What follows belongs to an exercise in optimizing a design on an open flow for small area, a short achievable clock period and few clock cycles per item; a production flow would make more cautious choices.
At most, simulation tests tie the RTL to the original design; equivalence was not proved.
The RTL of runs 2 and 3 was laid out without a check of its function.

==> flow/design.v, too long to show whole: its modules and the start of the top module <==
// module mul_datapath: 1892 lines
// module mul_fa: 4 lines
// module mul_ha: 4 lines
// module mul_fu: 52 lines
module mul_fu (
    input  logic         i_clk,
    input  logic         i_rst,
    input  logic         i_flush,
    input  logic         issue_valid,
    output logic         issue_ready,
    input  logic [1:0]   mul_op,
    input  logic [31:0]  rs1_v,
    input  logic [31:0]  rs2_v,
    input  logic [5:0]   pd_s,
    input  logic [3:0]   rob_num,
    input  logic [31:0]  instr_pc,
    input  logic [271:0] rvfi_in,
    output logic         fu_done,
    output logic [380:0] fu_data,
    input  logic         ack
);
  // ...
==> flow/flow/run.sh <==
#!/bin/bash
# The standard layout (the standard.sh, standard synthesis included), with
# the port buffers that global placement inserts made plain buf_1 cells instead
# of the delay cell the resizer picks by default. Every port still gets one.
set -euo pipefail
export BUFFER_PORTS_ARGS="-buffer_cell sky130_fd_sc_hd__buf_1"
bash standard.sh > standard_flow.log 2>&1
==> flow/standard.sh <==
#!/bin/bash
# synth_recipe.tcl (not shown) runs the flow's synth.tcl, then flattens the netlist and writes it again
# the make line also repeats each setting of config.mk as NAME=value (left out here)
make -C /OpenROAD-flow-scripts/flow DESIGN_CONFIG=/design/flow/config.mk WORK_HOME=/design/flow/orfs CLKGATE_MAP_FILE= SYNTH_SCRIPT=/design/flow/synth_recipe.tcl "${@:-finish}"
==> flow/config.mk <==
export PLATFORM = sky130hd
export DESIGN_NAME = mul_fu
export DESIGN_NICKNAME = mul_fu
export VERILOG_FILES = /design/flow/design.v
export SDC_FILE = /design/flow/constraint.sdc
export NUM_CORES = 4
export LEC_CHECK = 0
export ABC_AREA = 1
export CAP_MARGIN = 20
export CORE_MARGIN = 2
export CORE_UTILIZATION = 60
export CTS_BUF_LIST = sky130_fd_sc_hd__clkbuf_4 sky130_fd_sc_hd__clkbuf_8
export SETUP_SLACK_MARGIN = 4
export SLEW_MARGIN = 20
export SYNTH_HIERARCHICAL = 1
==> flow/constraint.sdc <==
create_clock -name core_clock -period 9.0 [get_ports {i_clk}]
set_input_delay 1.8000 -clock core_clock [delete_from_list [all_inputs] [get_ports {i_clk}]]
set_output_delay 1.8000 -clock core_clock [all_outputs]
set_load 0.01 [all_outputs]
==> flow_results.org, run 1 <==
** Die
- For this floorplan the total number of well-tap instances is 873.
- Std cell rows :: 95
- The core region is 67400 µm².
- From bottom edge to top edge, the die measures 265.2 µm.

** Min path
- In this run the most critical hold path is launched from r_valid.
- Number of instances on the worst hold path :: 1

** Placement
- Routability-driven placement finished with a final weighted congestion of 1.014.
- Count of placed standard cells including taps :: 5317

** GRT
- For met2 alone, demand over resource in global routing was 0.6567.
- Global routing finished with a remaining overflow of 0.

** Layout
- Storage element area :: 14160 µm²
- For this run, the post-layout net count is 5627.
- Of the total standard cell area in the layout, the sequential portion is 0.2804.

** Timing
- Setup repair after global routing missed its margin :: yes
- Between clock sinks in the finished design, the worst skew comes to 0.06020 ns.
- Post-layout min period :: 5.251 ns
- At the pin with the least slew margin, the transition time is 1.083 ns.

** Yosys
- For this run, the register share of the synthesized area comes to 0.3459.
- Synthesis produced 3950 cells.
- Yosys printed 8 warnings.
- Area share of the leading cell type in the synthesized netlist :: 0.3454
- Adder-cell share of the synthesized area :: 0.2685
- The compound-gate portion of the synthesized area is 0.1050.
- Leading cell type by number of instances after synthesis :: nand2_1

** Critical path
- In this run the critical register-to-register path is launched from r_valid.
- Traced cell by cell, the critical path runs through fa_2 > ha_4 > nand2_2 > nand2_1 > inv_1 > nand2_2 > nand2_2 > nand2_2 > a21oi_2 > nand2_2 > nand2_2 > nand2_1 > nand2_1 > nand3_2 > nand2_4 > buf_6.
- The worst setup path is captured at a primary output.
- The most critical setup path has its startpoint at u_dp.r_s[50].

** CTS
- Post-CTS timing repair inserted 56 buffers for setup.

** Outcome
- Run status :: timing/DRC/antenna clean

** Routing
- In the final routed layout, each cell accounts on average for 30.91 µm.
- In the routed design, unresolved DRC markers number 0.
Testbench counts, summed over its fixed seeds: cycles 2,056, ops 2,048.
==> inputs of run 2 (changes only) <==
--- a/flow/design.v
+++ b/flow/design.v
@@ -1601,21 +1601,145 @@
     wire s1089, c1089;
     mul_fa u_fa1089 (.a(p622), .b(c1031), .c(c1030), .s(s1089), .co(c1089));
     wire s1090, c1090;
     mul_fa u_fa1090 (.a(p588), .b(p623), .c(s1033), .s(s1090), .co(c1090));
     wire s1091, c1091;
     mul_fa u_fa1091 (.a(p554), .b(p589), .c(p624), .s(s1091), .co(c1091));
     wire s1092, c1092;
     mul_ha u_ha1092 (.a(1'b1), .b(p590), .s(s1092), .co(c1092));
+    wire s1093, c1093;
+    mul_ha u_ha1093 (.a(p74), .b(p5), .s(s1093), .co(c1093));
+    wire s1094, c1094;
+    mul_ha u_ha1094 (.a(p6), .b(p41), .s(s1094), .co(c1094));
+    wire s1095, c1095;
+    mul_fa u_fa1095 (.a(p42), .b(p77), .c(s1034), .s(s1095), .co(c1095));
+    wire s1096, c1096;
+    mul_fa u_fa1096 (.a(p78), .b(c1034), .c(s1035), .s(s1096), .co(c1096));
+    wire s1097, c1097;
+    mul_fa u_fa1097 (.a(c1035), .b(s928), .c(s1036), .s(s1097), .co(c1097));
+    wire s1098, c1098;
+    mul_fa u_fa1098 (.a(s929), .b(c1036), .c(s1037), .s(s1098), .co(c1098));
+    wire s1099, c1099;
+    mul_fa u_fa1099 (.a(s930), .b(c1037), .c(s1038), .s(s1099), .co(c1099));
+    wire s1100, c1100;
+    mul_fa u_fa1100 (.a(s932), .b(c1038), .c(s1039), .s(s1100), .co(c1100));
+    wire s1101, c1101;
+    mul_fa u_fa1101 (.a(s935), .b(c1039), .c(s1040), .s(s1101), .co(c1101));
+    wire s1102, c1102;
+    mul_fa u_fa1102 (.a(s937), .b(c1040), .c(s1041), .s(s1102), .co(c1102));
+    wire s1103, c1103;
+    mul_fa u_fa1103 (.a(s939), .b(c1041), .c(s1042), .s(s1103), .co(c1103));
+    wire s1104, c1104;
+    mul_fa u_fa1104 (.a(s941), .b(c1042), .c(s1043), .s(s1104), .co(c1104));
+    wire s1105, c1105;
+    mul_fa u_fa1105 (.a(s943), .b(c1043), .c(s1044), .s(s1105), .co(c1105));
+    wire s1106, c1106;
+    mul_fa u_fa1106 (.a(s945), .b(c1044), .c(s1045), .s(s1106), .co(c1106));
+    wire s1107, c1107;
+    mul_fa u_fa1107 (.a(s947), .b(c1045), .c(s1046), .s(s1107), .co(c1107));
+    wire s1108, c1108;
+    mul_fa u_fa1108 (.a(s949), .b(c1046), .c(s1047), .s(s1108), .co(c1108));
+    wire s1109, c1109;
+    mul_fa u_fa1109 (.a(s951), .b(c1047), .c(s1048), .s(s1109), .co(c1109));
+    wire s1110, c1110;
+    mul_fa u_fa1110 (.a(s953), .b(c1048), .c(s1049), .s(s1110), .co(c1110));
+    wire s1111, c1111;
+    mul_fa u_fa1111 (.a(s955), .b(c1049), .c(s1050), .s(s1111), .co(c1111));
+    wire s1112, c1112;
+    mul_fa u_fa1112 (.a(s957), .b(c1050), .c(s1051), .s(s1112), .co(c1112));
+    wire s1113, c1113;
+    mul_fa u_fa1113 (.a(s959), .b(c1051), .c(s1052), .s(s1113), .co(c1113));
+    wire s1114, c1114;
+    mul_fa u_fa1114 (.a(s961), .b(c1052), .c(s1053), .s(s1114), .co(c1114));
+    wire s1115, c1115;
+    mul_fa u_fa1115 (.a(s963), .b(c1053), .c(s1054), .s(s1115), .co(c1115));
+    wire s1116, c1116;
+    mul_fa u_fa1116 (.a(s965), .b(c1054), .c(s1055), .s(s1116), .co(c1116));
+    wire s1117, c1117;
+    mul_fa u_fa1117 (.a(s967), .b(c1055), .c(s1056), .s(s1117), .co(c1117));
+    wire s1118, c1118;
+    mul_fa u_fa1118 (.a(s969), .b(c1056), .c(s1057), .s(s1118), .co(c1118));
+    wire s1119, c1119;
+    mul_fa u_fa1119 (.a(s971), .b(c1057), .c(s1058), .s(s1119), .co(c1119));
+    wire s1120, c1120;
+    mul_fa u_fa1120 (.a(s973), .b(c1058), .c(s1059), .s(s1120), .co(c1120));
+    wire s1121, c1121;
+    mul_fa u_fa1121 (.a(s975), .b(c1059), .c(s1060), .s(s1121), .co(c1121));
+    wire s1122, c1122;
+    mul_fa u_fa1122 (.a(s977), .b(c1060), .c(s1061), .s(s1122), .co(c1122));
+    wire s1123, c1123;
+    mul_fa u_fa1123 (.a(s979), .b(c1061), .c(s1062), .s(s1123), .co(c1123));
+    wire s1124, c1124;
+    mul_fa u_fa1124 (.a(s981), .b(c1062), .c(s1063), .s(s1124), .co(c1124));
+    wire s1125, c1125;
+    mul_fa u_fa1125 (.a(s983), .b(c1063), .c(s1064), .s(s1125), .co(c1125));
+    wire s1126, c1126;
+    mul_fa u_fa1126 (.a(s985), .b(c1064), .c(s1065), .s(s1126), .co(c1126));
+    wire s1127, c1127;
+    mul_fa u_fa1127 (.a(s987), .b(c1065), .c(s1066), .s(s1127), .co(c1127));
+    wire s1128, c1128;
+    mul_fa u_fa1128 (.a(s989), .b(c1066), .c(s1067), .s(s1128), .co(c1128));
+    wire s1129, c1129;
+    mul_fa u_fa1129 (.a(s991), .b(c1067), .c(s1068), .s(s1129), .co(c1129));
+    wire s1130, c1130;
+    mul_fa u_fa1130 (.a(s993), .b(c1068), .c(s1069), .s(s1130), .co(c1130));
+    wire s1131, c1131;
+    mul_fa u_fa1131 (.a(s995), .b(c1069), .c(s1070), .s(s1131), .co(c1131));
+    wire s1132, c1132;
+    mul_fa u_fa1132 (.a(s997), .b(c1070), .c(s1071), .s(s1132), .co(c1132));
+    wire s1133, c1133;
+    mul_fa u_fa1133 (.a(s999), .b(c1071), .c(s1072), .s(s1133), .co(c1133));
+    wire s1134, c1134;
+    mul_fa u_fa1134 (.a(s1001), .b(c1072), .c(s1073), .s(s1134), .co(c1134));
+    wire s1135, c1135;
+    mul_fa u_fa1135 (.a(c1001), .b(s1074), .c(c1073), .s(s1135), .co(c1135));
+    wire s1136, c1136;
+    mul_fa u_fa1136 (.a(c1003), .b(s1075), .c(c1074), .s(s1136), .co(c1136));
+    wire s1137, c1137;
+    mul_fa u_fa1137 (.a(s1007), .b(c1075), .c(s1076), .s(s1137), .co(c1137));
+    wire s1138, c1138;
+    mul_fa u_fa1138 (.a(s1009), .b(c1076), .c(s1077), .s(s1138), .co(c1138));
+    wire s1139, c1139;
+    mul_fa u_fa1139 (.a(s1011), .b(c1077), .c(s1078), .s(s1139), .co(c1139));
+    wire s1140, c1140;
+    mul_fa u_fa1140 (.a(s1013), .b(c1078), .c(s1079), .s(s1140), .co(c1140));
+    wire s1141, c1141;
+    mul_fa u_fa1141 (.a(s1015), .b(c1079), .c(s1080), .s(s1141), .co(c1141));
+    wire s1142, c1142;
+    mul_fa u_fa1142 (.a(s1017), .b(c1080), .c(s1081), .s(s1142), .co(c1142));
+    wire s1143, c1143;
+    mul_fa u_fa1143 (.a(c1017), .b(s1082), .c(c1081), .s(s1143), .co(c1143));
+    wire s1144, c1144;
+    mul_fa u_fa1144 (.a(c1019), .b(s1083), .c(c1082), .s(s1144), .co(c1144));
+    wire s1145, c1145;
+    mul_fa u_fa1145 (.a(s1023), .b(c1083), .c(s1084), .s(s1145), .co(c1145));
+    wire s1146, c1146;
+    mul_fa u_fa1146 (.a(s1025), .b(c1084), .c(s1085), .s(s1146), .co(c1146));
+    wire s1147, c1147;
+    mul_fa u_fa1147 (.a(s1027), .b(c1085), .c(s1086), .s(s1147), .co(c1147));
+    wire s1148, c1148;
+    mul_fa u_fa1148 (.a(c1027), .b(s1087), .c(c1086), .s(s1148), .co(c1148));
+    wire s1149, c1149;
+    mul_fa u_fa1149 (.a(c1029), .b(s1088), .c(c1087), .s(s1149), .co(c1149));
+    wire s1150, c1150;
+    mul_fa u_fa1150 (.a(s1032), .b(c1088), .c(s1089), .s(s1150), .co(c1150));
+    wire s1151, c1151;
+    mul_fa u_fa1151 (.a(c1032), .b(s1090), .c(c1089), .s(s1151), .co(c1151));
+    wire s1152, c1152;
+    mul_fa u_fa1152 (.a(c1033), .b(s1091), .c(c1090), .s(s1152), .co(c1152));
+    wire s1153, c1153;
+    mul_fa u_fa1153 (.a(p625), .b(s1092), .c(c1091), .s(s1153), .co(c1153));
+    wire s1154, c1154;
+    mul_fa u_fa1154 (.a(p591), .b(p626), .c(c1092), .s(s1154), .co(c1154));
     logic r_hi;
-    logic [187:0] r_s;
+    logic [126:0] r_s;
     always_ff @(posedge i_clk) if (i_en) begin
         r_hi <= (i_op != 2'b00);
-        r_s <= {p626, p591, c1092, p625, s1092, c1091, c1033, s1091, c1090, c1032, s1090, c1089, s1032, s1089, c1088, c1029, s1088, c1087, c1027, s1087, c1086, s1027, s1086, c1085, s1025, s1085, c1084, s1023, s1084, c1083, c1019, s1083, c1082, c1017, s1082, c1081, s1017, s1081, c1080, s1015, s1080, c1079, s1013, s1079, c1078, s1011, s1078, c1077, s1009, s1077, c1076, s1007, s1076, c1075, c1003, s1075, c1074, c1001, s1074, c1073, s1001, s1073, c1072, s999, s1072, c1071, s997, s1071, c1070, s995, s1070, c1069, s993, s1069, c1068, s991, s1068, c1067, s989, s1067, c1066, s987, s1066, c1065, s985, s1065, c1064, s983, s1064, c1063, s981, s1063, c1062, s979, s1062, c1061, s977, s1061, c1060, s975, s1060, c1059, s973, s1059, c1058, s971, s1058, c1057, s969, s1057, c1056, s967, s1056, c1055, s965, s1055, c1054, s963, s1054, c1053, s961, s1053, c1052, s959, s1052, c1051, s957, s1051, c1050, s955, s1050, c1049, s953, s1049, c1048, s951, s1048, c1047, s949, s1047, c1046, s947, s1046, c1045, s945, s1045, c1044, s943, s1044, c1043, s941, s1043, c1042, s939, s1042, c1041, s937, s1041, c1040, s935, s1040, c1039, s932, s1039, c1038, s930, s1038, c1037, s929, s1037, c1036, s928, s1036, c1035, p78, s1035, c1034, p77, p42, s1034, p41, p6, p40, p5, p74, p4, p3, p37};
+        r_s <= {s1154, c1153, s1153, c1152, s1152, c1151, s1151, c1150, s1150, c1149, s1149, c1148, s1148, c1147, s1147, c1146, s1146, c1145, s1145, c1144, s1144, c1143, s1143, c1142, s1142, c1141, s1141, c1140, s1140, c1139, s1139, c1138, s1138, c1137, s1137, c1136, s1136, c1135, s1135, c1134, s1134, c1133, s1133, c1132, s1132, c1131, s1131, c1130, s1130, c1129, s1129, c1128, s1128, c1127, s1127, c1126, s1126, c1125, s1125, c1124, s1124, c1123, s1123, c1122, s1122, c1121, s1121, c1120, s1120, c1119, s1119, c1118, s1118, c1117, s1117, c1116, s1116, c1115, s1115, c1114, s1114, c1113, s1113, c1112, s1112, c1111, s1111, c1110, s1110, c1109, s1109, c1108, s1108, c1107, s1107, c1106, s1106, c1105, s1105, c1104, s1104, c1103, s1103, c1102, s1102, c1101, s1101, c1100, s1100, c1099, s1099, c1098, s1098, c1097, s1097, c1096, s1096, c1095, s1095, c1094, s1094, c1093, p40, s1093, p4, p3, p37};
     end
     wire r_s0 = r_s[0];
     wire r_s1 = r_s[1];
     wire r_s2 = r_s[2];
     wire r_s3 = r_s[3];
     wire r_s4 = r_s[4];
     wire r_s5 = r_s[5];
     wire r_s6 = r_s[6];
@@ -1734,203 +1858,18 @@
     wire r_s119 = r_s[119];
     wire r_s120 = r_s[120];
     wire r_s121 = r_s[121];
     wire r_s122 = r_s[122];
     wire r_s123 = r_s[123];
     wire r_s124 = r_s[124];
     wire r_s125 = r_s[125];
     wire r_s126 = r_s[126];
-    wire r_s127 = r_s[127];
-    wire r_s128 = r_s[128];
-    wire r_s129 = r_s[129];
-    wire r_s130 = r_s[130];
-    wire r_s131 = r_s[131];
-    wire r_s132 = r_s[132];
-    wire r_s133 = r_s[133];
-    wire r_s134 = r_s[134];
-    wire r_s135 = r_s[135];
-    wire r_s136 = r_s[136];
-    wire r_s137 = r_s[137];
-    wire r_s138 = r_s[138];
-    wire r_s139 = r_s[139];
-    wire r_s140 = r_s[140];
-    wire r_s141 = r_s[141];
-    wire r_s142 = r_s[142];
-    wire r_s143 = r_s[143];
-    wire r_s144 = r_s[144];
-    wire r_s145 = r_s[145];
-    wire r_s146 = r_s[146];
-    wire r_s147 = r_s[147];
-    wire r_s148 = r_s[148];
-    wire r_s149 = r_s[149];
-    wire r_s150 = r_s[150];
-    wire r_s151 = r_s[151];
-    wire r_s152 = r_s[152];
-    wire r_s153 = r_s[153];
-    wire r_s154 = r_s[154];
-    wire r_s155 = r_s[155];
-    wire r_s156 = r_s[156];
-    wire r_s157 = r_s[157];
-    wire r_s158 = r_s[158];
-    wire r_s159 = r_s[159];
-    wire r_s160 = r_s[160];
-    wire r_s161 = r_s[161];
-    wire r_s162 = r_s[162];
-    wire r_s163 = r_s[163];
-    wire r_s164 = r_s[164];
-    wire r_s165 = r_s[165];
-    wire r_s166 = r_s[166];
-    wire r_s167 = r_s[167];
-    wire r_s168 = r_s[168];
-    wire r_s169 = r_s[169];
-    wire r_s170 = r_s[170];
-    wire r_s171 = r_s[171];
-    wire r_s172 = r_s[172];
-    wire r_s173 = r_s[173];
-    wire r_s174 = r_s[174];
-    wire r_s175 = r_s[175];
-    wire r_s176 = r_s[176];
-    wire r_s177 = r_s[177];
-    wire r_s178 = r_s[178];
-    wire r_s179 = r_s[179];
-    wire r_s180 = r_s[180];
-    wire r_s181 = r_s[181];
-    wire r_s182 = r_s[182];
-    wire r_s183 = r_s[183];
-    wire r_s184 = r_s[184];
-    wire r_s185 = r_s[185];
-    wire r_s186 = r_s[186];
-    wire r_s187 = r_s[187];
-    wire s1093, c1093;
-    mul_ha u_ha1093 (.a(r_s3), .b(r_s4), .s(s1093), .co(c1093));
-    wire s1094, c1094;
-    mul_ha u_ha1094 (.a(r_s6), .b(r_s7), .s(s1094), .co(c1094));
-    wire s1095, c1095;
-    mul_fa u_fa1095 (.a(r_s8), .b(r_s9), .c(r_s10), .s(s1095), .co(c1095));
-    wire s1096, c1096;
-    mul_fa u_fa1096 (.a(r_s11), .b(r_s12), .c(r_s13), .s(s1096), .co(c1096));
-    wire s1097, c1097;
-    mul_fa u_fa1097 (.a(r_s14), .b(r_s15), .c(r_s16), .s(s1097), .co(c1097));
-    wire s1098, c1098;
-    mul_fa u_fa1098 (.a(r_s17), .b(r_s18), .c(r_s19), .s(s1098), .co(c1098));
-    wire s1099, c1099;
-    mul_fa u_fa1099 (.a(r_s20), .b(r_s21), .c(r_s22), .s(s1099), .co(c1099));
-    wire s1100, c1100;
-    mul_fa u_fa1100 (.a(r_s23), .b(r_s24), .c(r_s25), .s(s1100), .co(c1100));
-    wire s1101, c1101;
-    mul_fa u_fa1101 (.a(r_s26), .b(r_s27), .c(r_s28), .s(s1101), .co(c1101));
-    wire s1102, c1102;
-    mul_fa u_fa1102 (.a(r_s29), .b(r_s30), .c(r_s31), .s(s1102), .co(c1102));
-    wire s1103, c1103;
-    mul_fa u_fa1103 (.a(r_s32), .b(r_s33), .c(r_s34), .s(s1103), .co(c1103));
-    wire s1104, c1104;
-    mul_fa u_fa1104 (.a(r_s35), .b(r_s36), .c(r_s37), .s(s1104), .co(c1104));
-    wire s1105, c1105;
-    mul_fa u_fa1105 (.a(r_s38), .b(r_s39), .c(r_s40), .s(s1105), .co(c1105));
-    wire s1106, c1106;
-    mul_fa u_fa1106 (.a(r_s41), .b(r_s42), .c(r_s43), .s(s1106), .co(c1106));
-    wire s1107, c1107;
-    mul_fa u_fa1107 (.a(r_s44), .b(r_s45), .c(r_s46), .s(s1107), .co(c1107));
-    wire s1108, c1108;
-    mul_fa u_fa1108 (.a(r_s47), .b(r_s48), .c(r_s49), .s(s1108), .co(c1108));
-    wire s1109, c1109;
-    mul_fa u_fa1109 (.a(r_s50), .b(r_s51), .c(r_s52), .s(s1109), .co(c1109));
-    wire s1110, c1110;
-    mul_fa u_fa1110 (.a(r_s53), .b(r_s54), .c(r_s55), .s(s1110), .co(c1110));
-    wire s1111, c1111;
-    mul_fa u_fa1111 (.a(r_s56), .b(r_s57), .c(r_s58), .s(s1111), .co(c1111));
-    wire s1112, c1112;
-    mul_fa u_fa1112 (.a(r_s59), .b(r_s60), .c(r_s61), .s(s1112), .co(c1112));
-    wire s1113, c1113;
-    mul_fa u_fa1113 (.a(r_s62), .b(r_s63), .c(r_s64), .s(s1113), .co(c1113));
-    wire s1114, c1114;
-    mul_fa u_fa1114 (.a(r_s65), .b(r_s66), .c(r_s67), .s(s1114), .co(c1114));
-    wire s1115, c1115;
-    mul_fa u_fa1115 (.a(r_s68), .b(r_s69), .c(r_s70), .s(s1115), .co(c1115));
-    wire s1116, c1116;
-    mul_fa u_fa1116 (.a(r_s71), .b(r_s72), .c(r_s73), .s(s1116), .co(c1116));
-    wire s1117, c1117;
-    mul_fa u_fa1117 (.a(r_s74), .b(r_s75), .c(r_s76), .s(s1117), .co(c1117));
-    wire s1118, c1118;
-    mul_fa u_fa1118 (.a(r_s77), .b(r_s78), .c(r_s79), .s(s1118), .co(c1118));
-    wire s1119, c1119;
-    mul_fa u_fa1119 (.a(r_s80), .b(r_s81), .c(r_s82), .s(s1119), .co(c1119));
-    wire s1120, c1120;
-    mul_fa u_fa1120 (.a(r_s83), .b(r_s84), .c(r_s85), .s(s1120), .co(c1120));
-    wire s1121, c1121;
-    mul_fa u_fa1121 (.a(r_s86), .b(r_s87), .c(r_s88), .s(s1121), .co(c1121));
-    wire s1122, c1122;
-    mul_fa u_fa1122 (.a(r_s89), .b(r_s90), .c(r_s91), .s(s1122), .co(c1122));
-    wire s1123, c1123;
-    mul_fa u_fa1123 (.a(r_s92), .b(r_s93), .c(r_s94), .s(s1123), .co(c1123));
-    wire s1124, c1124;
-    mul_fa u_fa1124 (.a(r_s95), .b(r_s96), .c(r_s97), .s(s1124), .co(c1124));
-    wire s1125, c1125;
-    mul_fa u_fa1125 (.a(r_s98), .b(r_s99), .c(r_s100), .s(s1125), .co(c1125));
-    wire s1126, c1126;
-    mul_fa u_fa1126 (.a(r_s101), .b(r_s102), .c(r_s103), .s(s1126), .co(c1126));
-    wire s1127, c1127;
-    mul_fa u_fa1127 (.a(r_s104), .b(r_s105), .c(r_s106), .s(s1127), .co(c1127));
-    wire s1128, c1128;
-    mul_fa u_fa1128 (.a(r_s107), .b(r_s108), .c(r_s109), .s(s1128), .co(c1128));
-    wire s1129, c1129;
-    mul_fa u_fa1129 (.a(r_s110), .b(r_s111), .c(r_s112), .s(s1129), .co(c1129));
-    wire s1130, c1130;
-    mul_fa u_fa1130 (.a(r_s113), .b(r_s114), .c(r_s115), .s(s1130), .co(c1130));
-    wire s1131, c1131;
-    mul_fa u_fa1131 (.a(r_s116), .b(r_s117), .c(r_s118), .s(s1131), .co(c1131));
-    wire s1132, c1132;
-    mul_fa u_fa1132 (.a(r_s119), .b(r_s120), .c(r_s121), .s(s1132), .co(c1132));
-    wire s1133, c1133;
-    mul_fa u_fa1133 (.a(r_s122), .b(r_s123), .c(r_s124), .s(s1133), .co(c1133));
-    wire s1134, c1134;
-    mul_fa u_fa1134 (.a(r_s125), .b(r_s126), .c(r_s127), .s(s1134), .co(c1134));
-    wire s1135, c1135;
-    mul_fa u_fa1135 (.a(r_s128), .b(r_s129), .c(r_s130), .s(s1135), .co(c1135));
-    wire s1136, c1136;
-    mul_fa u_fa1136 (.a(r_s131), .b(r_s132), .c(r_s133), .s(s1136), .co(c1136));
-    wire s1137, c1137;
-    mul_fa u_fa1137 (.a(r_s134), .b(r_s135), .c(r_s136), .s(s1137), .co(c1137));
-    wire s1138, c1138;
-    mul_fa u_fa1138 (.a(r_s137), .b(r_s138), .c(r_s139), .s(s1138), .co(c1138));
-    wire s1139, c1139;
-    mul_fa u_fa1139 (.a(r_s140), .b(r_s141), .c(r_s142), .s(s1139), .co(c1139));
-    wire s1140, c1140;
-    mul_fa u_fa1140 (.a(r_s143), .b(r_s144), .c(r_s145), .s(s1140), .co(c1140));
-    wire s1141, c1141;
-    mul_fa u_fa1141 (.a(r_s146), .b(r_s147), .c(r_s148), .s(s1141), .co(c1141));
-    wire s1142, c1142;
-    mul_fa u_fa1142 (.a(r_s149), .b(r_s150), .c(r_s151), .s(s1142), .co(c1142));
-    wire s1143, c1143;
-    mul_fa u_fa1143 (.a(r_s152), .b(r_s153), .c(r_s154), .s(s1143), .co(c1143));
-    wire s1144, c1144;
-    mul_fa u_fa1144 (.a(r_s155), .b(r_s156), .c(r_s157), .s(s1144), .co(c1144));
-    wire s1145, c1145;
-    mul_fa u_fa1145 (.a(r_s158), .b(r_s159), .c(r_s160), .s(s1145), .co(c1145));
-    wire s1146, c1146;
-    mul_fa u_fa1146 (.a(r_s161), .b(r_s162), .c(r_s163), .s(s1146), .co(c1146));
-    wire s1147, c1147;
-    mul_fa u_fa1147 (.a(r_s164), .b(r_s165), .c(r_s166), .s(s1147), .co(c1147));
-    wire s1148, c1148;
-    mul_fa u_fa1148 (.a(r_s167), .b(r_s168), .c(r_s169), .s(s1148), .co(c1148));
-    wire s1149, c1149;
-    mul_fa u_fa1149 (.a(r_s170), .b(r_s171), .c(r_s172), .s(s1149), .co(c1149));
-    wire s1150, c1150;
-    mul_fa u_fa1150 (.a(r_s173), .b(r_s174), .c(r_s175), .s(s1150), .co(c1150));
-    wire s1151, c1151;
-    mul_fa u_fa1151 (.a(r_s176), .b(r_s177), .c(r_s178), .s(s1151), .co(c1151));
-    wire s1152, c1152;
-    mul_fa u_fa1152 (.a(r_s179), .b(r_s180), .c(r_s181), .s(s1152), .co(c1152));
-    wire s1153, c1153;
-    mul_fa u_fa1153 (.a(r_s182), .b(r_s183), .c(r_s184), .s(s1153), .co(c1153));
-    wire s1154, c1154;
-    mul_fa u_fa1154 (.a(r_s185), .b(r_s186), .c(r_s187), .s(s1154), .co(c1154));
-    wire [63:0] w_x = {c1153, c1152, c1151, c1150, c1149, c1148, c1147, c1146, c1145, c1144, c1143, c1142, c1141, c1140, c1139, c1138, c1137, c1136, c1135, c1134, c1133, c1132, c1131, c1130, c1129, c1128, c1127, c1126, c1125, c1124, c1123, c1122, c1121, c1120, c1119, c1118, c1117, c1116, c1115, c1114, c1113, c1112, c1111, c1110, c1109, c1108, c1107, c1106, c1105, c1104, c1103, c1102, c1101, c1100, c1099, c1098, c1097, c1096, c1095, c1094, c1093, s1093, r_s2, r_s0};
-    wire [63:0] w_y = {s1154, s1153, s1152, s1151, s1150, s1149, s1148, s1147, s1146, s1145, s1144, s1143, s1142, s1141, s1140, s1139, s1138, s1137, s1136, s1135, s1134, s1133, s1132, s1131, s1130, s1129, s1128, s1127, s1126, s1125, s1124, s1123, s1122, s1121, s1120, s1119, s1118, s1117, s1116, s1115, s1114, s1113, s1112, s1111, s1110, s1109, s1108, s1107, s1106, s1105, s1104, s1103, s1102, s1101, s1100, s1099, s1098, s1097, s1096, s1095, s1094, r_s5, 1'b0, r_s1};
+    wire [63:0] w_x = {r_s125, r_s123, r_s121, r_s119, r_s117, r_s115, r_s113, r_s111, r_s109, r_s107, r_s105, r_s103, r_s101, r_s99, r_s97, r_s95, r_s93, r_s91, r_s89, r_s87, r_s85, r_s83, r_s81, r_s79, r_s77, r_s75, r_s73, r_s71, r_s69, r_s67, r_s65, r_s63, r_s61, r_s59, r_s57, r_s55, r_s53, r_s51, r_s49, r_s47, r_s45, r_s43, r_s41, r_s39, r_s37, r_s35, r_s33, r_s31, r_s29, r_s27, r_s25, r_s23, r_s21, r_s19, r_s17, r_s15, r_s13, r_s11, r_s9, r_s7, r_s5, r_s3, r_s2, r_s0};
+    wire [63:0] w_y = {r_s126, r_s124, r_s122, r_s120, r_s118, r_s116, r_s114, r_s112, r_s110, r_s108, r_s106, r_s104, r_s102, r_s100, r_s98, r_s96, r_s94, r_s92, r_s90, r_s88, r_s86, r_s84, r_s82, r_s80, r_s78, r_s76, r_s74, r_s72, r_s70, r_s68, r_s66, r_s64, r_s62, r_s60, r_s58, r_s56, r_s54, r_s52, r_s50, r_s48, r_s46, r_s44, r_s42, r_s40, r_s38, r_s36, r_s34, r_s32, r_s30, r_s28, r_s26, r_s24, r_s22, r_s20, r_s18, r_s16, r_s14, r_s12, r_s10, r_s8, r_s6, r_s4, 1'b0, r_s1};
     wire [63:0] w_sum = w_x + w_y;
     assign o_result = r_hi ? w_sum[63:32] : w_sum[31:0];
 endmodule
 module mul_fa (input logic a, input logic b, input logic c, output logic s, output logic co);
     assign s  = a ^ b ^ c;
     assign co = (a & b) | (a & c) | (b & c);
 endmodule
 module mul_ha (input logic a, input logic b, output logic s, output logic co);
==> run 2 against run 1 <==
Effect of this change:
- still clean on timing, DRC and antenna
- worst hold slack better by 0.088 ns
- sequential share of layout area down 2.6 points
- wire length down 5.1%
- highest routed layer unchanged
==> flow_results.org, run 2 <==
** Yosys
- Leading cell type by number of instances after synthesis :: nand2_1
- Area fraction in compound gates after synthesis :: 0.1099 (+0.004918)
- The portion of synthesized area spent on multiplexers is 0.
- In the synthesized netlist the async set-or-reset flop fraction comes to 0.
- In this run, synthesis produced a sequential element count of 411.
- The adder-cell share of the synthesized area is 0.2810 (+0.01257).
- Most area-hungry cell type in the Yosys netlist :: edfxtp_1
- Commonest cells in the netlist :: nand2_1 (679), xor2_1 (498), o22ai_1 (485)
- Number of warnings reported in the yosys synthesis log :: 8 (unchanged)
- Top area cells in the synthesized netlist :: edfxtp_1 (31%), fa_1 (25%), xor2_1 (11%)
- Average cell area after synthesis :: 10.06 µm²
- Yosys mapped the design onto 39 distinct sky130hd cell types.
- Dominant combinational cell family by area after synthesis :: adder cells
- Part of the Yosys area used for sequential elements :: 0.3153 (-0.03063)
- Parity-gate share of the synthesized area counting xor and xnor cells :: 0.1117
- The area share of the leading cell type in the synthesized netlist was 0.3147 (-0.03065).
- Simple-gate area share of the yosys netlist :: 0.1021
- The post-synthesis cell count came to 3889 (-1.5%).
- For this run, the leading register cell type out of synthesis is edfxtp_1.
- The synthesized netlist occupies a cell area of 39120 µm².
- Counting flops with a built-in enable in the synthesized netlist gives 410.

** Critical path
- Most used cell along the critical path :: fa_2
- Maximum fanout count along the critical path :: 11
- STA classifies the critical path startpoint as an input port.
- Slowest library cell on the worst path :: a211oi_1
- Kind of capture point of the worst setup path :: flip-flop
- Critical path start-end classification :: in2reg
- The largest single stage delay on the critical path is 0.64 ns.
- Cell Chain, Critical Path :: buf_2 > nand2_8 > nand2_4 > a211oi_1 > a21oi_1 > fa_1 > fa_1 > fa_2 > fa_2 > fa_2
- Data on the critical path arrives at its endpoint at 5.95 ns.
- Crit path required time :: 9.37 ns

** Layout
- At the end of the flow the core is filled with cells to 0.7527.
- In the final layout, the registers with the most flip-flops are r_rvfi_hi x176, u_dp.r_s x127, r_rvfi_lo x64.
- Leaving out fill and tap cells, the most frequent cell in the layout is buf_1.
- Of the cells placed in the final design, the portion with a size suffix greater than 1 is 0.1926.
- The number of nets in the final layout was 5651 (+0.43%).
- Relative area change from synthesis to final layout :: 24.04%
- The register with the most flip-flops in the layout has 176 of them.
- Commonest cells after routing, fill and taps aside :: buf_1 (649), nand2_1 (641), xor2_1 (490), o22ai_1 (422), edfxtp_1 (410)
- The register with the most flip-flops in the final layout is r_rvfi_hi.

** GRT
- The remaining global-route overflow came to 0 (unchanged).
- Wire length of the first global-routing pass :: 230.5 mm
- Across every metal layer, demand over resource in global routing totals 0.4780.
- Number of global-route vias before repair :: 34670
- The initial antenna violation count was 28.
- Entering global routing, the biggest net connects 84 pins.

** Timing
- Worst-case clock skew :: 0.03772 ns (-0.02248 ns)
- The measured slew at the worst slew-check pin is 1.072 ns (-0.01059 ns).
- In the finished design, the share of the clock period the worst path needs comes to 0.6190.
- Post-layout min period :: 5.571 ns (+0.3195 ns)
- Final Hold Viols :: 0
- The final max-slew violation count came to 0.
- Worst max-slew margin expressed relative to the limit :: 0.2853
- Upper clock frequency limit :: 179.5 MHz
- Setup violations remaining at the end of the flow were counted as 0.
- Setup repair after global routing missed its margin :: yes
- Total Neg Setup Slack :: 0 ns

** CTS
- TritonCTS built the clock tree.
- Clock-pin slew on the worst setup and hold paths :: 0.06 ns
- TritonCTS Buffers :: 70
- The clock drives 411 sinks.
- Hold repair after CTS inserted 0 buffers.
- H-tree levels :: 3
- Worst-Skew Late Latency :: 0.68 ns
- Clock tree synthesis selected as its root buffer the cell clkbuf_8.
- No sink is reached through more buffers than the 3 on the longest clock path.

** Placement
- Port buffer count :: 700
- Detail Placement HPWL :: 109.1 mm
- The weighted congestion reported at the end of routability-driven placement was 1.015 (about the same).

** Min path
- Hold crit path type :: reg2reg

** Die
- Die H :: 259.3 µm (-2.2%)
- Floorplan die area :: 67250 µm²
- For this configuration, the core starts out at a cell density of 0.6068.
- Die width :: 259.3 µm
- For this design the top-level I/O count stands at 768.
- Std cell rows :: 93 (-2.1%)
- CORE AREA :: 64460 µm² (-4.3%)

** Routing
- Detailed-routing iteration count for the pre-antenna-repair pass :: 9
- The average wire length per cell after detail routing was 29.39 µm (-4.9%).
- For this block, the routed nets add up to 164.4 mm of wire.
- The detail route stage leaves a number of antenna-violating nets equal to 0.
- DRC violation total after the first TritonRoute iteration :: 5817
- In the routed layout, each cell is associated on average with a via count of 6.396.
- The final route contains 35780 vias.
- DRC Markers :: 0 (unchanged)

** Outcome
- Run status :: timing/DRC/antenna clean

** Flow run
- The tool flagged a number of max-cap violations equal to 0.
run 2: repair_timing:
action,CTS,global route
endpoints found under the setup margin,92,98
gates resized for setup,342,116
hold endpoints to repair,0,0
buffers inserted,160,22
cloned,38,1
pin swaps,109,51
run 2: modules after synthesis (local to each module, per instance):
module / cells / copies in the design
mul_ha: 1 / 46
mul_fu: 358 / 1
mul_fa: 1 / 481
mul_datapath: 3004 / 1
run 2: final timing paths:
path                    to  startpoint  depth (start not counted)  slack (ns)
max reg2reg  r_rvfi_lo[48]     r_valid                          4        5.41
min          r_rvfi_hi[49]     r_valid                          1        0.92
max           u_dp.r_s[86]   mul_op[0]                         10        3.43
min reg2reg  r_rvfi_hi[49]     r_valid                          1        0.92
run 2: cells by family after synthesis:
kind of cell    after synthesis
simple gates                966
buf+inv                     723
other cells                   2
flops                       411
fa+ha+maj                   590
compound gates              698
xor+xnor                    499
run 2: critical path, delay by kind of cell:
kind,cells,cell delay [ns]
simple gates,2,0.37
compound gates,2,1.02
buf+inv,1,0.17
fa+ha+maj,5,2.56
run 2: per-stage QoR:
step | hold WS, ns | cells | cell area, µm² | setup WS [ns]
after global placement | 0.9321 | 5238 | 42830 | 1.802
after CTS | 0.9475 | 5562 | 47820 | 3.744
final | 0.9215 | 5594 | 48520 | 3.429
after floorplan | 1.899 | 3938 | 40780 | 3.394
after detailed placement | 0.9331 | 5238 | 42830 | 1.754
after global routing | 0.9689 | 5588 | 48510 | 3.490
run 2: cell type report:
cell class | instances | area, µm²
Clock buffer | 91 | 1121
Timing Repair Buffer | 980 | 6131
Clock inverter | 35 | 276.5
Fill cell | 4519 | 15940
Timing Repair inverter | 6 | 42.54
Tap cell | 855 | 1070
Sequential cell | 411 | 12330
Inverter | 383 | 1539
Antenna cell | 9 | 22.52
Multi-Input combinational cell | 2824 | 25990
run 2: metal layers:
layer,global-route usage,wire (µm),up-vias
met5,0.001425,230,-
met3,0.2447,27790,962
met4,0.2813,13150,32
met2,0.6739,67620,3372
met1,0.5870,55640,16860
li1,-,-,14550
==> inputs of run 3 (changes only) <==
--- a/flow/config.mk
+++ b/flow/config.mk
@@ -8,8 +8,9 @@
 export ABC_AREA = 1
 export CAP_MARGIN = 20
 export CORE_MARGIN = 2
-export CORE_UTILIZATION = 60
+export CORE_UTILIZATION = 70
 export CTS_BUF_LIST = sky130_fd_sc_hd__clkbuf_4 sky130_fd_sc_hd__clkbuf_8
+export PLACE_DENSITY = 0.72
 export SETUP_SLACK_MARGIN = 4
 export SLEW_MARGIN = 20
 export SYNTH_HIERARCHICAL = 1
==> run 3 against run 2 <==
Effect of this change:
- synthesized cell count did not move
- the run now fails in global routing (5_1_grt)
- area after synthesis did not move
==> flow_results.org, run 3 <==
** Outcome
- The flow did not finish.
- The flow stopped in global routing (5_1_grt).
- Tool error :: [ERROR GRT-0116] Global routing finished with congestion. Check the congestion regions in the DRC Viewer.

** Die
- The total I/O pin count is 768 (unchanged).
- The initial cell density of the core is 0.7086 (+0.1018).
- Die H :: 240.4 µm (-7.3%)
- The number of standard-cell rows in the floorplan is 86 (-7.5%).
- Die width :: 240.4 µm (-7.3%)

** GRT
- The via count of the first global-routing pass was 44500.
- In the global route stage, overall resource usage came out at 0.7366.
- Global routing finished with a remaining overflow of 108.
- Pin count of the biggest net entering global routing :: 130
- Wire length of the first global-routing pass :: 300.4 mm

** Yosys
- The number of unique standard cell types used by synthesis came to 39 (unchanged).
- The area share of the leading cell type in the synthesized netlist was 0.3147 (unchanged).
- For this run, the leading register cell type out of synthesis is edfxtp_1.
- Number of enable-type register cells in the synthesized netlist :: 410 (unchanged)
- Most area-hungry cell type in the Yosys netlist :: edfxtp_1
- Gate count after technology mapping :: 3889 (unchanged)
- The commonest cells after synthesis are nand2_1 (679), xor2_1 (498), o22ai_1 (485).
- The area of the mapped netlist came to 39120 µm² (unchanged).
- Synthesis-stage register bit count :: 411 (unchanged)
- The fraction of registers with async set or reset after synthesis was 0 (unchanged).
- By area the synthesized netlist is led by edfxtp_1 (31%), fa_1 (25%), xor2_1 (11%).
- The yosys synthesis warning count was 8 (unchanged).
- By instance count, the leading cell after synthesis is nand2_1.
- The average cell area after synthesis is 10.06 µm² (unchanged).
- Part of the Yosys area used for sequential elements :: 0.3153 (unchanged)

** CTS
- The maximum root-to-sink buffer count came to 3 (unchanged).
- The count of H-tree levels built during CTS was 3 (unchanged).
- TritonCTS Buffers :: 70 (unchanged)
- The clock net sink count is 411 (unchanged).
- Root Driver :: clkbuf_8
- Total of hold buffers inserted after clock tree synthesis :: 0 (unchanged)

** Placement
- Placer Congestion :: 1.026 (+1.1%)
- The total cell area at the placement stage came to 42690 µm² (-0.32%).
- The detailed placer's ending HPWL was 114.3 mm (+4.8%).
- The number of buffers inserted by port buffering came to 700 (unchanged).
run 3: cell counts after synthesis:
No cell type changed its count.
run 3: per-module statistics from Yosys (local to each module, per instance):
module / flops+latches / area (µm²) / cells
mul_datapath: 128 / 19880 / 3004
mul_fu: 283 / 9029 / 358
mul_fa: 0 / 20.02 / 1
mul_ha: 0 / 12.51 / 1
run 3: worst max-delay path by stage:
stage | start | endpoint | cells past startpoint
2_1_floorplan | rs2_v[19] | u_dp.r_s[72] | 12
3_3_place_gp | rs2_v[13] | u_dp.r_s[72] | 11
3_5_place_dp | rs2_v[13] | u_dp.r_s[72] | 11
4_1_cts | rs2_v[5] | u_dp.r_s[76] | 14
run 3: layer usage:
metal  global-route usage  GRT overflow
met3               0.5982            27
met2               0.8880            29
met4               0.6452            43
met5               0.4537             0
met1               0.7595             9
run 3: stage by stage:
| stage | utilization | hold WS (ns) | setup WS, ns | cells |
|---|---|---|---|---|
| 2_1_floorplan | - | 1.899 | 3.394 | 3938 |
| 4_1_cts | 0.8652 | 0.9439 | 3.741 | 5466 |
| 3_3_place_gp | 0.7734 | 0.9174 | 2.077 | 5129 |
| 3_5_place_dp | 0.7734 | 0.9327 | 2.022 | 5129 |
run 3: cell families after synthesis:
kind of cell	after synthesis	synth area share
simple gates	966	0.1021
buf+inv	723	0.07971
compound gates	698	0.1099
fa+ha+maj	590	0.2810
xor+xnor	499	0.1117
flops	411	0.3153
other cells	2	0.0001920
run 3: repair_timing:
| item | 4_1_cts |
|---|---|
| endpoints found under the hold margin | 0 |
| pin swaps | 120 |
| gates cloned | 23 |
| setup endpoints to repair | 104 |
| resized for setup | 339 |
| setup buffers | 188 |

==> what the ideal ports hide <==
Ports are ideal in the flow. The routed layouts listed here were re-timed in OpenROAD.
Step 1 (the two cells are an assumption about what drives the block):
set clk [get_ports {i_clk}]
set_driving_cell -lib_cell sky130_fd_sc_hd__clkbuf_16 $clk
set_driving_cell -lib_cell sky130_fd_sc_hd__buf_2 [delete_from_list [all_inputs] $clk]
Step 2 times the ports against the registers' clock, not the clock port: input delays grow and output delays shrink by t, the midpoint of the rising clock arrivals with the driver on.
Slacks: no drivers / after step 1 / after step 2; pairs: no drivers / after step 1.
run | t, ns | slack for setup (ns) | cell pins on the clock port's net
run 1 | 0.760 | 3.749 / 3.681 / 3.208 | 1
run 2 | 0.742 | 3.429 / 3.458 / 2.716 | 1
After both steps setup and hold are still met in every run listed. For run 2, which loses most, drivers alone change the setup slack by +0.029 ns; drivers and shift together by -0.713 ns.
